What follows belongs to an exercise in optimizing a design on an open flow for small area, a short achievable clock period and few clock cycles per item; a production flow would make more cautious choices.
The RTL was checked by simulation tests, not by an equivalence proof against the original design.
No activity file was given, so power comes from the tool's default toggle rates.

File: flow/design.v
package swfd_pkg;
    localparam int MAX_WORDS      = 16;
    localparam int RING_DEPTH     = 64;
    localparam int RING_AW        = $clog2(RING_DEPTH);
    localparam int CFG_W          = 5;
    localparam int CNT_W          = $clog2(MAX_WORDS + 1);
    localparam int WIDX_W         = 4;
    localparam int FRAME_OVERHEAD = 9;
    localparam int FRAME_MAX      = FRAME_OVERHEAD + 2 * MAX_WORDS;
    localparam int FS_W           = $clog2(FRAME_MAX + 1);
    localparam int POS_SIZE  = 2;
    localparam int POS_ADDR  = 3;
    localparam int POS_TYPE  = 4;
    localparam int WORD_BASE = 5;
    localparam logic [15:0] CRC_POLY   = 16'h1021;
    localparam logic [15:0] CRC_INIT   = 16'hFFFF;
    localparam logic [7:0]  FRAME_TYPE = 8'h01;
    localparam logic [7:0]  MARKER     = 8'h00;
    localparam logic [7:0]  RING_FILL  = 8'hFF;
    localparam logic [CFG_W-1:0] WORD_COUNT_RESET = 5'd1;
    typedef enum logic [2:0] {
        ST_IDLE,
        ST_SCAN,
        ST_DRAIN,
        ST_DECIDE,
        ST_WLO,
        ST_WHI,
        ST_WGET,
        ST_OUT
    } swfd_state_t;
endpackage
module swfd_ram #(
    parameter int WIDTH = 8,
    parameter int DEPTH = 64
) (
    input  logic                     clk,
    input  logic                     we,
    input  logic [$clog2(DEPTH)-1:0] waddr,
    input  logic [WIDTH-1:0]         wdata,
    input  logic [$clog2(DEPTH)-1:0] raddr,
    output logic [WIDTH-1:0]         rdata
);
    logic [WIDTH-1:0] mem [DEPTH];
    always_ff @(posedge clk)
    begin
        if (we)
        begin
            mem[waddr] <= wdata;
        end
        rdata <= mem[raddr];
    end
endmodule
module swfd_crc_unit (
    input  logic [15:0] crc_in,
    input  logic [7:0]  data_in,
    output logic [15:0] crc_out
);
    logic [15:0] c;
    always_comb
    begin
        c = crc_in ^ {data_in, 8'h00};
        for (int k = 0; k < 8; k++)
        begin
            if (c[15])
            begin
                c = {c[14:0], 1'b0} ^ swfd_pkg::CRC_POLY;
            end
            else
            begin
                c = {c[14:0], 1'b0};
            end
        end
        crc_out = c;
    end
endmodule
module sliding_window_frame_detector_unit (
    input  logic                        clk,
    input  logic                        rst_n,
    input  logic                        in_valid,
    output logic                        in_stall,
    input  logic [7:0]                  rx_byte,
    output logic                        out_valid,
    input  logic                        out_stall,
    output logic                        frame_found,
    output logic [7:0]                  frame_address,
    output logic                        has_word,
    output logic [swfd_pkg::WIDX_W-1:0] word_index,
    output logic [15:0]                 data_word,
    output logic                        last,
    input  logic                        cfg_we,
    input  logic [swfd_pkg::CFG_W-1:0]  cfg_wdata
);
    localparam int AW   = swfd_pkg::RING_AW;
    localparam int FSW  = swfd_pkg::FS_W;
    localparam int CW   = swfd_pkg::CNT_W;
    localparam int WIW  = swfd_pkg::WIDX_W;
    swfd_pkg::swfd_state_t state_reg, state_next;
    logic [swfd_pkg::CFG_W-1:0]      word_count_reg;
    logic [AW-1:0]                   wp_reg, wp_next;
    logic [swfd_pkg::RING_DEPTH-1:0] ring_valid_reg, ring_valid_next;
    logic [AW-1:0]                   start_reg, start_next;
    logic [CW-1:0]                   n_reg, n_next;
    logic [FSW-1:0]                  fsize_reg, fsize_next;
    logic [FSW-1:0]                  issue_reg, issue_next;
    logic [FSW-1:0]                  scan_j_reg, scan_j_next;
    logic                            scan_pend_reg, scan_pend_next;
    logic                            ok_reg, ok_next;
    logic [15:0]                     crc_reg, crc_next;
    logic [15:0]                     rxcrc_reg, rxcrc_next;
    logic [7:0]                      addr_reg, addr_next;
    logic [7:0]                      lo_reg, lo_next;
    logic [WIW-1:0]                  word_i_reg, word_i_next;
    logic                            rd_valid_reg;
    logic                            found_reg, found_next;
    logic [7:0]                      faddr_reg, faddr_next;
    logic                            has_word_reg, has_word_next;
    logic [WIW-1:0]                  widx_reg, widx_next;
    logic [15:0]                     data_reg, data_next;
    logic                            last_reg, last_next;
    logic                            accept;
    logic                            ram_we;
    logic [AW-1:0]                   ram_raddr;
    logic [7:0]                      ram_rdata;
    logic [7:0]                      rd_byte;
    logic [15:0]                     crc_step;
    logic [CW-1:0]                   n_cap;
    logic [FSW-1:0]                  fsize_cap;
    logic [FSW-1:0]                  word_off;
    logic                            match;
    logic                            word_last;
    assign accept = in_valid && !in_stall;
    assign ram_we = accept;
    swfd_ram #(
        .WIDTH (8),
        .DEPTH (swfd_pkg::RING_DEPTH)
    ) u_ring (
        .clk   (clk),
        .we    (ram_we),
        .waddr (wp_reg),
        .wdata (rx_byte),
        .raddr (ram_raddr),
        .rdata (ram_rdata)
    );
    assign rd_byte = rd_valid_reg ? ram_rdata : swfd_pkg::RING_FILL;
    swfd_crc_unit u_crc (
        .crc_in  (crc_reg),
        .data_in (rd_byte),
        .crc_out (crc_step)
    );
    always_comb
    begin
        if (int'(word_count_reg) > swfd_pkg::MAX_WORDS)
        begin
            n_cap = CW'(swfd_pkg::MAX_WORDS);
        end
        else
        begin
            n_cap = CW'(word_count_reg);
        end
        fsize_cap = FSW'(swfd_pkg::FRAME_OVERHEAD) + FSW'({n_cap, 1'b0});
    end
    assign word_off  = FSW'(swfd_pkg::WORD_BASE) + FSW'({word_i_reg, 1'b0});
    assign match     = ok_reg && (crc_reg == rxcrc_reg);
    assign word_last = (CW'(word_i_reg) + CW'(1)) == n_reg;
    always_comb
    begin
        state_next = state_reg;
        unique case (state_reg)
            swfd_pkg::ST_IDLE:
            begin
                if (accept)
                begin
                    state_next = swfd_pkg::ST_SCAN;
                end
            end
            swfd_pkg::ST_SCAN:
            begin
                if (issue_reg == fsize_reg - FSW'(1))
                begin
                    state_next = swfd_pkg::ST_DRAIN;
                end
            end
            swfd_pkg::ST_DRAIN:
            begin
                state_next = swfd_pkg::ST_DECIDE;
            end
            swfd_pkg::ST_DECIDE:
            begin
                if (!match || n_reg == '0)
                begin
                    state_next = swfd_pkg::ST_OUT;
                end
                else
                begin
                    state_next = swfd_pkg::ST_WLO;
                end
            end
            swfd_pkg::ST_WLO:
            begin
                state_next = swfd_pkg::ST_WHI;
            end
            swfd_pkg::ST_WHI:
            begin
                state_next = swfd_pkg::ST_WGET;
            end
            swfd_pkg::ST_WGET:
            begin
                state_next = swfd_pkg::ST_OUT;
            end
            swfd_pkg::ST_OUT:
            begin
                if (!out_stall)
                begin
                    state_next = last_reg ? swfd_pkg::ST_IDLE : swfd_pkg::ST_WLO;
                end
            end
            default:
            begin
                state_next = swfd_pkg::ST_IDLE;
            end
        endcase
    end
    always_comb
    begin
        in_stall  = 1'b1;
        out_valid = 1'b0;
        ram_raddr = start_reg;
        unique case (state_reg)
            swfd_pkg::ST_IDLE:
            begin
                in_stall = 1'b0;
            end
            swfd_pkg::ST_SCAN:
            begin
                ram_raddr = start_reg + AW'(issue_reg);
            end
            swfd_pkg::ST_WLO:
            begin
                ram_raddr = start_reg + AW'(word_off);
            end
            swfd_pkg::ST_WHI:
            begin
                ram_raddr = start_reg + AW'(word_off) + AW'(1);
            end
            swfd_pkg::ST_OUT:
            begin
                out_valid = 1'b1;
            end
            default:
            begin
                in_stall = 1'b1;
            end
        endcase
    end
    always_comb
    begin
        wp_next         = wp_reg;
        ring_valid_next = ring_valid_reg;
        start_next      = start_reg;
        n_next          = n_reg;
        fsize_next      = fsize_reg;
        issue_next      = issue_reg;
        scan_pend_next  = (state_reg == swfd_pkg::ST_SCAN);
        scan_j_next     = issue_reg;
        ok_next         = ok_reg;
        crc_next        = crc_reg;
        rxcrc_next      = rxcrc_reg;
        addr_next       = addr_reg;
        lo_next         = lo_reg;
        word_i_next     = word_i_reg;
        found_next      = found_reg;
        faddr_next      = faddr_reg;
        has_word_next   = has_word_reg;
        widx_next       = widx_reg;
        data_next       = data_reg;
        last_next       = last_reg;
        if (accept)
        begin
            ring_valid_next[wp_reg] = 1'b1;
            wp_next     = wp_reg + AW'(1);
            n_next      = n_cap;
            fsize_next  = fsize_cap;
            start_next  = wp_reg + AW'(1) - AW'(fsize_cap);
            issue_next  = '0;
            ok_next     = 1'b1;
            crc_next    = swfd_pkg::CRC_INIT;
            word_i_next = '0;
        end
        if (state_reg == swfd_pkg::ST_SCAN)
        begin
            issue_next = issue_reg + FSW'(1);
        end
        if (scan_pend_reg)
        begin
            if (scan_j_reg == FSW'(0) || scan_j_reg == FSW'(1) ||
                scan_j_reg == fsize_reg - FSW'(2) || scan_j_reg == fsize_reg - FSW'(1))
            begin
                if (rd_byte != swfd_pkg::MARKER)
                begin
                    ok_next = 1'b0;
                end
            end
            if (scan_j_reg == FSW'(swfd_pkg::POS_SIZE) && rd_byte != 8'(fsize_reg))
            begin
                ok_next = 1'b0;
            end
            if (scan_j_reg == FSW'(swfd_pkg::POS_TYPE) && rd_byte != swfd_pkg::FRAME_TYPE)
            begin
                ok_next = 1'b0;
            end
            if (scan_j_reg == FSW'(swfd_pkg::POS_ADDR))
            begin
                addr_next = rd_byte;
            end
            if (scan_j_reg < fsize_reg - FSW'(4))
            begin
                crc_next = crc_step;
            end
            if (scan_j_reg == fsize_reg - FSW'(4))
            begin
                rxcrc_next[7:0] = rd_byte;
            end
            if (scan_j_reg == fsize_reg - FSW'(3))
            begin
                rxcrc_next[15:8] = rd_byte;
            end
        end
        case (state_reg)
            swfd_pkg::ST_DECIDE:
            begin
                found_next    = match;
                faddr_next    = match ? addr_reg : 8'h00;
                has_word_next = 1'b0;
                widx_next     = '0;
                data_next     = 16'h0000;
                last_next     = 1'b1;
            end
            swfd_pkg::ST_WHI:
            begin
                lo_next = rd_byte;
            end
            swfd_pkg::ST_WGET:
            begin
                found_next    = 1'b1;
                faddr_next    = addr_reg;
                has_word_next = 1'b1;
                widx_next     = word_i_reg;
                data_next     = {rd_byte, lo_reg};
                last_next     = word_last;
            end
            swfd_pkg::ST_OUT:
            begin
                if (!out_stall && !last_reg)
                begin
                    word_i_next = word_i_reg + WIW'(1);
                end
            end
            default:
            begin
                lo_next = lo_reg;
            end
        endcase
    end
    always_ff @(posedge clk or negedge rst_n)
    begin
        if (!rst_n)
        begin
            state_reg      <= swfd_pkg::ST_IDLE;
            word_count_reg <= swfd_pkg::WORD_COUNT_RESET;
            wp_reg         <= '0;
            ring_valid_reg <= '0;
            scan_pend_reg  <= 1'b0;
        end
        else
        begin
            state_reg      <= state_next;
            wp_reg         <= wp_next;
            ring_valid_reg <= ring_valid_next;
            scan_pend_reg  <= scan_pend_next;
            if (cfg_we)
            begin
                word_count_reg <= cfg_wdata;
            end
        end
    end
    always_ff @(posedge clk)
    begin
        rd_valid_reg <= ring_valid_reg[ram_raddr];
        start_reg    <= start_next;
        n_reg        <= n_next;
        fsize_reg    <= fsize_next;
        issue_reg    <= issue_next;
        scan_j_reg   <= scan_j_next;
        ok_reg       <= ok_next;
        crc_reg      <= crc_next;
        rxcrc_reg    <= rxcrc_next;
        addr_reg     <= addr_next;
        lo_reg       <= lo_next;
        word_i_reg   <= word_i_next;
        found_reg    <= found_next;
        faddr_reg    <= faddr_next;
        has_word_reg <= has_word_next;
        widx_reg     <= widx_next;
        data_reg     <= data_next;
        last_reg     <= last_next;
    end
    assign frame_found   = found_reg;
    assign frame_address = faddr_reg;
    assign has_word      = has_word_reg;
    assign word_index    = widx_reg;
    assign data_word     = data_reg;
    assign last          = last_reg;
endmodule
File: flow/constraint.sdc
create_clock -name core_clock -period 6.0 [get_ports {clk}]
set_input_delay 1.2000 -clock core_clock [delete_from_list [all_inputs] [get_ports {clk}]]
set_output_delay 1.2000 -clock core_clock [all_outputs]
set_load 0.01 [all_outputs]
File: flow/config.mk
export PLATFORM = sky130hd
export DESIGN_NAME = sliding_window_frame_detector_unit
export DESIGN_NICKNAME = sliding_window_frame_detector_unit
export VERILOG_FILES = /design/flow/design.v
export SDC_FILE = /design/flow/constraint.sdc
export NUM_CORES = 4
export LEC_CHECK = 0
export CAP_MARGIN = 20
export CORE_MARGIN = 2
export CORE_UTILIZATION = 40
export SLEW_MARGIN = 20
File: flow/run.sh
#!/bin/bash
# synth_recipe.tcl (not shown) runs the flow's synth.tcl, then flattens the netlist and writes it again
# the make line also repeats each setting of config.mk as NAME=value (left out here)
make -C /OpenROAD-flow-scripts/flow DESIGN_CONFIG=/design/flow/config.mk WORK_HOME=/design/flow/orfs CLKGATE_MAP_FILE= SYNTH_SCRIPT=/design/flow/synth_recipe.tcl finish
==> metrics.md <==
| Metric | Value |
|---|---|
| Hold_buf cts | `0` |
| Die extent in x | `279 um` |
| Post-synthesis instance total | `2274` |
| Critical path data required time | `6490 ps` |
| Initial Utilization | `40.6%` |
| Distinct cell type count after synthesis | `77` |
| Via-to-Cell Ratio | `5.83` |
| Fin Clk Skew | `24.5 ps` |
| DP HPWL | `48100 um` |
| Buffers on Ports | `50` |
| Worst skew pair latency | `640 ps` |
| Crit path DAT | `5380 ps` |
| Area of the die | `78000 um^2` |
| Final Net Count | `2344` |
| Syn Nets | `2329` |
| CTS Buf Count | `75` |
| Tightest Pin Transition | `1040 ps` |
| Synthesis-stage register bit count | `710` |
| Synthesis-to-layout area growth | `13.5%` |
| Total GRT Usage | `20.1%` |
| Max cap viols | `0` |
| H-Tree Depth | `3` |
| Switch Pwr | `7.30 mW` |
| RSZ-0062 raised after global routing | `false` |
| CTS clk-pin slew, worst paths | `60 ps` |
| Post-DRT Antenna Nets | `0` |
| Cell Pwr Density | `544 nW/um^2` |
| Clock Path Buffers | `3` |
| Maximum VDD drop | `0.353 mV` |
| Setup_tns | `0 ps` |
| Largest register FFs | `512` |
| Top_reg_cell synth | `edfxtp_1` |
| Slew Limit Fails | `0` |
| Antenna diodes | `0` |
| Seq pwr share | `32.7%` |
| Layout cell share with drive strength beyond 1 | `8.46%` |
| Post-Route WL | `78700 um` |
| Crit path cell chain | `and2b_4 -> a311oi_4 -> nand2_4 -> a2111oi_0 -> nor4_1 -> a221o_1 -> a22oi_1 -> o211ai_1` |
| Post-CTS Setup Repair Bufs | `0` |
| Netlist area before placement | `30300 um^2` |
| Tcrit/Tclk final | `81.5%` |
| # clock sinks | `710` |
| Post-CTS Resized | `0` |
| Combinational fraction of design power | `40.3%` |
| Die H | `279 um` |
| CORE AREA | `74700 um^2` |
| WL/cell | `23.7 um` |
| # setup viols final | `0` |
| Crit start category | `register` |
| Global-route wire length before repair | `119000 um` |
| Vias | `19400` |
| Clock Power Share | `27.0%` |
| Worst-path fanout max | `96` |
| Final Hold Vio Count | `0` |
| Initial antenna violation count | `0` |
| Drt first pass iters | `6` |
| Asr flop ratio synth | `11.1%` |
| Leakage | `11.9 nW` |
| Pint | `11.4 mW` |
| Crit end category | `register` |
| Placer Congestion | `0.838` |
| Post-synth EDFFs | `595` |
| Reg2reg start | `state_reg[1]` |
| DRC Markers | `0` |
| Root buf cell | `clkbuf_16` |
| Final min period | `4890 ps` |
| Seq/Total Area, Yosys | `67.9%` |
| Worst slew margin | `30.4%` |
| Ys Warns | `3` |
| Vias in the first global route | `18900` |
| CP Class | `reg2reg` |
| Fmax | `205 MHz` |
| Setup crit start | `state_reg[1]` |
| Largest net degree at the start of global routing | `97` |
| Status | `finished clean` |
| Slowest cell on crit path | `a2111oi_0` |
| Initial DRC Count | `1923` |
| Switching share of power | `39.0%` |
| CTS tree | `built` |
| Worst Hold Class | `reg2reg` |
| Total grt overflow | `0` |
| Crit path largest cell delay | `1080 ps` |
| Row count | `100` |
| Layout filler cell count | `6542` |
| Syn avg cell area | `13.3 um^2` |
| Ports | `51` |
| Min-delay src | `ring_valid_reg[46]` |
| Total power | `18.7 mW` |
-- layout make-up --
type	count	area, um^2	area share (%)
clock buffer	90	1970	5.74
clock inverter	50	747	2.17
inverter	38	145	0.422
multi-input combinational	1373	8960	26.1
sequential	710	20600	59.8
tap	969	1210	3.52
timing repair buffer	91	795	2.31
-- logic make-up after synthesis --
group           Yosys count  share of synthesized area [%]
simple gates            726                           11.4
flops                   710                           67.9
compound gates          441                           11.1
buf+inv                 191                           2.76
xor+xnor                 95                           2.75
mux                      74                           2.46
fa+ha+maj                37                           1.58
-- critical path, delay by kind of cell (launching register included) --
kind | cells | cell delay (ps)
simple gates | 3 | 1250
compound gates | 5 | 2740
flops | 1 | 730
-- through the flow --
stage          worst slack [ps]  std cells  util [%]  cell area (um^2)  hold slack [ps]
2_1_floorplan              2410       2274         -             30300              434
3_3_place_gp               1330       3181      42.4             31700              451
3_5_place_dp               1220       3181      42.4             31700              456
4_1_cts                    1220       3321      46.0             34400              469
5_1_grt                     946       3321      46.1             34400              485
6_report                   1110       3321      46.1             34400              471
-- power by group through the flow --
stage / clock network, mW / registers, mW / logic (mW)
6_report: 5.06 / 6.11 / 7.55
5_1_grt: 5.32 / 6.15 / 8.14
4_1_cts: 5.13 / 6.11 / 7.52
3_5_place_dp: 0 / 6.21 / 7.47
3_3_place_gp: 0 / 6.20 / 7.39
2_1_floorplan: 0 / 6.09 / 5.09
-- worst paths after layout --
path                                      end  slack, ps  depth (start not counted)
min in group asynchronous        state_reg[2]        570                          1
max in group asynchronous  ring_valid_reg[37]       4820                          1
setup / recovery              u_ring.rdata[3]       1110                          8
hold / removal             ring_valid_reg[46]        470                          1
setup reg to reg              u_ring.rdata[3]       1110                          8
hold reg to reg            ring_valid_reg[46]        470                          1
-- synth_stat cells (all sizes together) (9+ instances only) --
master / instances / share of area (%)
edfxtp: 595 / 59
nand2: 273 / 3.4
nor2: 116 / 1.4
nand3: 97 / 1.6
and3: 96 / 2.0
a2111oi: 92 / 2.7
clkbuf: 91 / 1.1
dfrtp: 78 / 6.4
a21oi: 75 / 1.2
mux2i: 69 / 2.3
xnor2: 67 / 1.9
o21bai: 64 / 1.6
buf: 62 / 1.2
a211oi: 42 / 1.0
inv: 38 / 0.48
dfxtp: 36 / 2.4
ha: 35 / 1.4
and2: 28 / 0.58
nor3: 28 / 0.46
nor4: 28 / 0.58
xor2: 28 / 0.81
a21boi: 19 / 0.47
a31oi: 18 / 0.39
a221o: 17 / 0.56
o21ai: 17 / 0.28
nor2b: 15 / 0.31
a32o: 11 / 0.36
a22oi: 10 / 0.25
o221ai: 10 / 0.29
or3: 10 / 0.21
a221oi: 9 / 0.26
-- layer usage --
metal | GRT usage [%] | vias to the layer above | share of wire [%]
met1 | 28.0 | 9690 | 43
li1 | - | 8709 | -
met5 | 0 | - | 0
met4 | 6.60 | 0 | 2.9
met3 | 3.18 | 121 | 7.4
met2 | 32.2 | 837 | 47
-- placed cells by master (no fill, tap or decap), types with 36 or more instances in the layout --
master and n:
nor2_1 114, a211oi_1 42, dfrtp_1 78, xnor2_1 67, buf_4 39, a21oi_1 75
nand3_1 97, o21bai_1 64, a2111oi_0 79, inv_1 36, edfxtp_1 595, nand2_1 270
clkbuf_16 76, clkdlybuf4s50_1 41, and3_1 96, dfxtp_1 36, mux2i_1 69
Testbench counts, summed over its fixed seeds: cycles 614,312, bytes 24,469.

[what the ideal ports hide]
Ports are ideal in the flow. The routed layout listed here was re-timed in OpenROAD.
Step 1: set_driving_cell puts a clkbuf_16 on clk and a buf_2 on each other input, an assumption about the parent block.
Step 2 times the ports against the registers' clock, not the clock port: input delays grow and output delays shrink by t, the midpoint of the rising clock arrivals with the driver on.
Three values: ideal ports, drivers, drivers and shift; two values: the first two.
t (ns): 0.689
setup slack, ns: 1.111 / 1.111 / 1.111
worst setup path at the end: register to register
After both steps this run still meets setup and hold. The setup slack of this run moves by 0.000 ns with the drivers and by 0.000 ns with both steps.
